This design comes from an exercise in tuning for small area, a short achievable clock period and few clock cycles per item on the open sky130 flow, not from production work.
The RTL was checked by simulation tests, not by an equivalence proof against the original design.

==> job 4827 <==
==> flow/design.v (excerpt) <==
module priority_button_rule_resolver
#(
  parameter int NUM_RULES = pbr_pkg::NUM_RULES_DEF
) (
  input  logic                  clk,
  input  logic                  rst_n,
  input  logic                  in_tvalid,
  output logic                  in_tready,
  input  logic [pbr_pkg::IN_DATA_W-1:0]  in_tdata,
  input  logic [0:0]            in_tuser,
  output logic                  out_tvalid,
  input  logic                  out_tready,
  output logic [pbr_pkg::OUT_DATA_W-1:0] out_tdata,
  input  logic                  cfg_we,
  input  logic [pbr_pkg::CFG_IDX_W-1:0]  cfg_index,
  input  logic [pbr_pkg::CFG_DATA_W-1:0] cfg_wdata
);
export LEC_CHECK = 0
export CAP_MARGIN = 20
export CORE_MARGIN = 2
export CORE_UTILIZATION = 55
export SETUP_SLACK_MARGIN = 2.4
export SLEW_MARGIN = 20
create_clock -name core_clock -period 4.5 [get_ports {clk}]
run.sh (not shown) runs the stock make flow with config.mk's settings and CLKGATE_MAP_FILE= SYNTH_SCRIPT=/design/flow/synth_recipe.tcl, a recipe that flattens the netlist after the stock synthesis.
==> job 5753 (differences from job 4827) <==
--- a/flow/design.v
+++ b/flow/design.v
@@ -286,32 +286,47 @@
       r1_w <= 1'b0;
     end else if (adv) begin
       r1_v <= acc_lk;
       r1_w <= acc_wr;
     end
   end
   always_ff @(posedge clk) begin
     if (adv) begin
-      r1_fire   <= fire;
-      r1_kx     <= dir_x;
-      r1_badkey <= key_bad;
       r1_k      <= in_tdata[2:0];
       r1_prio   <= in_tdata[27:20];
       r1_form   <= in_tdata[29:28];
-      r1_needs  <= in_tdata[46];
-      r1_outs   <= in_tdata[70:55];
+      r1_needs  <= in_tuser[0] ? in_tdata[46]     : key_bad;
+      r1_outs   <= in_tuser[0] ? in_tdata[70:55]  : {dir_x, fire};
       r1_pos    <= {(in_tdata[29:28] == 2'd0) ? in_tdata[45:38] : in_tdata[54:47],
                     in_tdata[37:30]};
     end
   end
+  assign r1_fire   = r1_outs[7:0];
+  assign r1_kx     = r1_outs[15:8];
+  assign r1_badkey = r1_needs;
   logic [7:0] p_gt, p_eq;
   for (genvar g = 0; g < 8; g++) begin : g_cmp
-    assign p_gt[g] = r1_prio > prio[g*8 +: 8];
-    assign p_eq[g] = r1_prio == prio[g*8 +: 8];
+    logic [7:0] a, b, g1, e1;
+    logic [3:0] g2, e2;
+    logic [1:0] g3, e3;
+    assign a  = r1_prio;
+    assign b  = prio[g*8 +: 8];
+    assign g1 = a & ~b;
+    assign e1 = ~(a ^ b);
+    for (genvar k = 0; k < 4; k++) begin : g_l2
+      assign g2[k] = g1[2*k+1] | (e1[2*k+1] & g1[2*k]);
+      assign e2[k] = e1[2*k+1] & e1[2*k];
+    end
+    for (genvar k = 0; k < 2; k++) begin : g_l3
+      assign g3[k] = g2[2*k+1] | (e2[2*k+1] & g2[2*k]);
+      assign e3[k] = e2[2*k+1] & e2[2*k];
+    end
+    assign p_gt[g] = g3[1] | (e3[1] & g3[0]);
+    assign p_eq[g] = e3[1] & e3[0];
   end
   logic [63:0] ge_r, eq_r;
   always_ff @(posedge clk) begin
     for (int i = 0; i < 8; i++) begin
       for (int j = 0; j < 8; j++) if (j > i) begin
         if (r1_w && r1_k == 3'(i)) begin
           ge_r[i*8+j] <= p_gt[j] || p_eq[j];
           eq_r[i*8+j] <= p_eq[j];
==> flow/flow/run.sh (new file) <==
#!/bin/bash
# Own flow: the standard flow, with two changes:
# - the ports are buffered by the smallest buffer (sky130_fd_sc_hd__buf_1)
#   instead of the default port buffer cell; every port still gets its own
#   buffer, and the resizer upsizes them where timing needs it;
# - clock tree synthesis inserts no dummy loads (same clustering as config.mk).
set -euo pipefail
cat >> config.mk <<'EOC'
export BUFFER_PORTS_ARGS = -buffer_cell sky130_fd_sc_hd__buf_1
export CTS_ARGS = -sink_clustering_enable -repair_clock_nets -sink_clustering_size 20 -sink_clustering_max_diameter 60 -dont_use_dummy_load
EOC
bash standard.sh > standard_flow.log 2>&1
==> flow/standard.sh (new file) <==
#!/bin/bash
# synth_recipe.tcl (not shown) runs the flow's synth.tcl, then flattens the netlist and writes it again
# the make line also repeats each setting of config.mk as NAME=value (left out here)
make -C /OpenROAD-flow-scripts/flow DESIGN_CONFIG=/design/flow/config.mk WORK_HOME=/design/flow/orfs CLKGATE_MAP_FILE= SYNTH_SCRIPT=/design/flow/synth_recipe.tcl "${@:-finish}"
Settings changed: BUFFER_PORTS_ARGS set to -buffer_cell sky130_fd_sc_hd__buf_1, CORE_UTILIZATION 55 to 45, CTS_ARGS set to -sink_clustering_enable -repair_clock_nets -sink_clustering_size 20 -sink_clustering_max_diameter 60 -dont_use_dummy_load, CTS_CLUSTER_DIAMETER set to 60, CTS_CLUSTER_SIZE set to 20, SETUP_SLACK_MARGIN 2.4 to 2.2.
removed: flow/run.sh
==> job 3417 (differences from job 4827) <==
Settings changed: CTS_CLUSTER_DIAMETER set to 100, CTS_CLUSTER_SIZE set to 30.
==> job 233 (differences from job 4827) <==
--- a/flow/design.v
+++ b/flow/design.v
@@ -286,32 +286,47 @@
       r1_w <= 1'b0;
     end else if (adv) begin
       r1_v <= acc_lk;
       r1_w <= acc_wr;
     end
   end
   always_ff @(posedge clk) begin
     if (adv) begin
-      r1_fire   <= fire;
-      r1_kx     <= dir_x;
-      r1_badkey <= key_bad;
       r1_k      <= in_tdata[2:0];
       r1_prio   <= in_tdata[27:20];
       r1_form   <= in_tdata[29:28];
-      r1_needs  <= in_tdata[46];
-      r1_outs   <= in_tdata[70:55];
+      r1_needs  <= in_tuser[0] ? in_tdata[46]     : key_bad;
+      r1_outs   <= in_tuser[0] ? in_tdata[70:55]  : {dir_x, fire};
       r1_pos    <= {(in_tdata[29:28] == 2'd0) ? in_tdata[45:38] : in_tdata[54:47],
                     in_tdata[37:30]};
     end
   end
+  assign r1_fire   = r1_outs[7:0];
+  assign r1_kx     = r1_outs[15:8];
+  assign r1_badkey = r1_needs;
   logic [7:0] p_gt, p_eq;
   for (genvar g = 0; g < 8; g++) begin : g_cmp
-    assign p_gt[g] = r1_prio > prio[g*8 +: 8];
-    assign p_eq[g] = r1_prio == prio[g*8 +: 8];
+    logic [7:0] a, b, g1, e1;
+    logic [3:0] g2, e2;
+    logic [1:0] g3, e3;
+    assign a  = r1_prio;
+    assign b  = prio[g*8 +: 8];
+    assign g1 = a & ~b;
+    assign e1 = ~(a ^ b);
+    for (genvar k = 0; k < 4; k++) begin : g_l2
+      assign g2[k] = g1[2*k+1] | (e1[2*k+1] & g1[2*k]);
+      assign e2[k] = e1[2*k+1] & e1[2*k];
+    end
+    for (genvar k = 0; k < 2; k++) begin : g_l3
+      assign g3[k] = g2[2*k+1] | (e2[2*k+1] & g2[2*k]);
+      assign e3[k] = e2[2*k+1] & e2[2*k];
+    end
+    assign p_gt[g] = g3[1] | (e3[1] & g3[0]);
+    assign p_eq[g] = e3[1] & e3[0];
   end
   logic [63:0] ge_r, eq_r;
   always_ff @(posedge clk) begin
     for (int i = 0; i < 8; i++) begin
       for (int j = 0; j < 8; j++) if (j > i) begin
         if (r1_w && r1_k == 3'(i)) begin
           ge_r[i*8+j] <= p_gt[j] || p_eq[j];
           eq_r[i*8+j] <= p_eq[j];
==> flow/flow/run.sh (new file) <==
#!/bin/bash
# Own flow: the standard flow, with two changes:
# - the ports are buffered by the smallest buffer (sky130_fd_sc_hd__buf_1)
#   instead of the default port buffer cell; every port still gets its own
#   buffer, and the resizer upsizes them where timing needs it;
# - clock tree synthesis inserts no dummy loads (same clustering as config.mk).
set -euo pipefail
cat >> config.mk <<'EOC'
export BUFFER_PORTS_ARGS = -buffer_cell sky130_fd_sc_hd__buf_1
export CTS_ARGS = -sink_clustering_enable -repair_clock_nets -sink_clustering_size 20 -sink_clustering_max_diameter 60 -dont_use_dummy_load
EOC
bash standard.sh > standard_flow.log 2>&1
==> flow/standard.sh (new file) <==
#!/bin/bash
# synth_recipe.tcl (not shown) runs the flow's synth.tcl, then flattens the netlist and writes it again
# the make line also repeats each setting of config.mk as NAME=value (left out here)
make -C /OpenROAD-flow-scripts/flow DESIGN_CONFIG=/design/flow/config.mk WORK_HOME=/design/flow/orfs CLKGATE_MAP_FILE= SYNTH_SCRIPT=/design/flow/synth_recipe.tcl "${@:-finish}"
Settings changed: BUFFER_PORTS_ARGS set to -buffer_cell sky130_fd_sc_hd__buf_1, CTS_ARGS set to -sink_clustering_enable -repair_clock_nets -sink_clustering_size 20 -sink_clustering_max_diameter 60 -dont_use_dummy_load, CTS_CLUSTER_DIAMETER set to 60, CTS_CLUSTER_SIZE set to 20, SETUP_SLACK_MARGIN 2.4 to 2.0.
removed: flow/run.sh
==> qor.yml <==
outcome:
  status: "timing/DRC/antenna clean"
routing:
  wl_mm: 91.8
layout:
  multi_input_area_share_pct: 23.4
cts:
  cts_resized: 429
  insertion_delay_ps: 630
sta:
  finalCritPeriodShare_pct: 51.4
hold_path:
  min_from: "r1_kx[5]$_DFFE_PN_"
power_and_ir_drop:
  p_int_w: 0.0118
logic_synthesis:
  synthSimpleGateAreaFrac_pct: 7.71
# the run above: job 4827

==> qor.yml <==
outcome:
  status: "timing/DRC/antenna clean"
power_and_ir_drop:
  p_int_w: 0.00991
sta:
  finalCritPeriodShare_pct: 56.4
  finalHoldViolations: 0
hold_path:
  min_from: "in_tdata[34]"
layout:
  register_area_mm2: 0.0211
logic_synthesis:
  synthSimpleGateAreaFrac_pct: 7.86
routing:
  wl_mm: 87.7
cts:
  insertion_delay_ps: 610
# the run above: job 233

==> qor.yml <==
grt:
  use_met1_pct: 44.5
outcome:
  status: "timing/DRC/antenna clean"
cts:
  insertion_delay_ps: 650
  cts_resized: 425
logic_synthesis:
  syn_avg_cell_area_um2: 14.7
  synthSimpleGateAreaFrac_pct: 7.71
floorplanning:
  die_h_um: 239
layout:
  top_regs: "g_cell.u_cell.outs x128, g_cell.u_cell.pos x128, g_cell.u_cell.trig_r x128"
  nClkBuffers: 49
  multi_input_area_share_pct: 24.2
  nonClockInverterCount: 123
sta:
  finalCritPeriodShare_pct: 51.9
  hold_ws_ps: 432
routing:
  met3_wirelength_mm: 8.21
hold_path:
  min_from: "r1_kx[5]$_DFFE_PN_"
run:
  max_cap_violations: 0
# the run above: job 3417

==> qor.yml <==
outcome:
  status: "timing/DRC/antenna clean"
cts:
  insertion_delay_ps: 630
logic_synthesis:
  synthSimpleGateAreaFrac_pct: 7.86
routing:
  drt-initial-drc-count: 2224
  wl_met1_mm: 36.3
power_and_ir_drop:
  p_int_w: 0.0101
  p_clk_share_pct: 31.7
sta:
  finalCritPeriodShare_pct: 53.6
  hold_ws_ps: 433
hold_path:
  min_from: "in_tdata[37]"
worst_setup_path:
  cpMaxStageDelayCell: "edfxtp_1"
layout:
  non_clock_buffer_area_share_pct: 6.11
# the run above: job 5753

Testbench counts of job 4827, summed over its fixed seeds: cycles 12,024, items 12,000.
Testbench counts of job 5753, summed over its fixed seeds: cycles 12,024, items 12,000.
Testbench counts of job 3417, summed over its fixed seeds: cycles 12,024, items 12,000.
Testbench counts of job 233, summed over its fixed seeds: cycles 12,024, items 12,000.

[static timing again, ports no longer ideal]
The flow's constraints put no driver on any port. The routed layouts listed below were extracted and timed again, unchanged, in two steps. Step 1 sets driving cells, clkbuf_16 on the clock port and buf_2 on the other inputs (assumed; they add their load-dependent delay and slew). Step 2 times the ports against the registers' clock, not the clock port: input delays grow and output delays shrink by t, the midpoint of the rising clock arrivals with the driver on. Three values: ideal, step 1, step 2; two values: the first two.
run | shift t [ns] | setup WS [ns] | worst setup path at the end | worst register clock-pin slew, ns
job 4827 | 0.679 | 2.186 / 2.149 / 1.789 | input to register | 0.06 / 0.06
job 5753 | 0.666 | 2.088 / 2.088 / 1.664 | input to register | 0.09 / 0.09
job 3417 | 0.698 | 2.166 / 2.112 / 1.754 | input to register | 0.12 / 0.12
job 233 | 0.655 | 1.963 / 1.963 / 1.489 | input to register | 0.09 / 0.09
After both steps setup and hold are still met in every run listed. The setup slack of job 233, which loses most, moves by 0.000 ns with the drivers and by -0.474 ns with both steps.
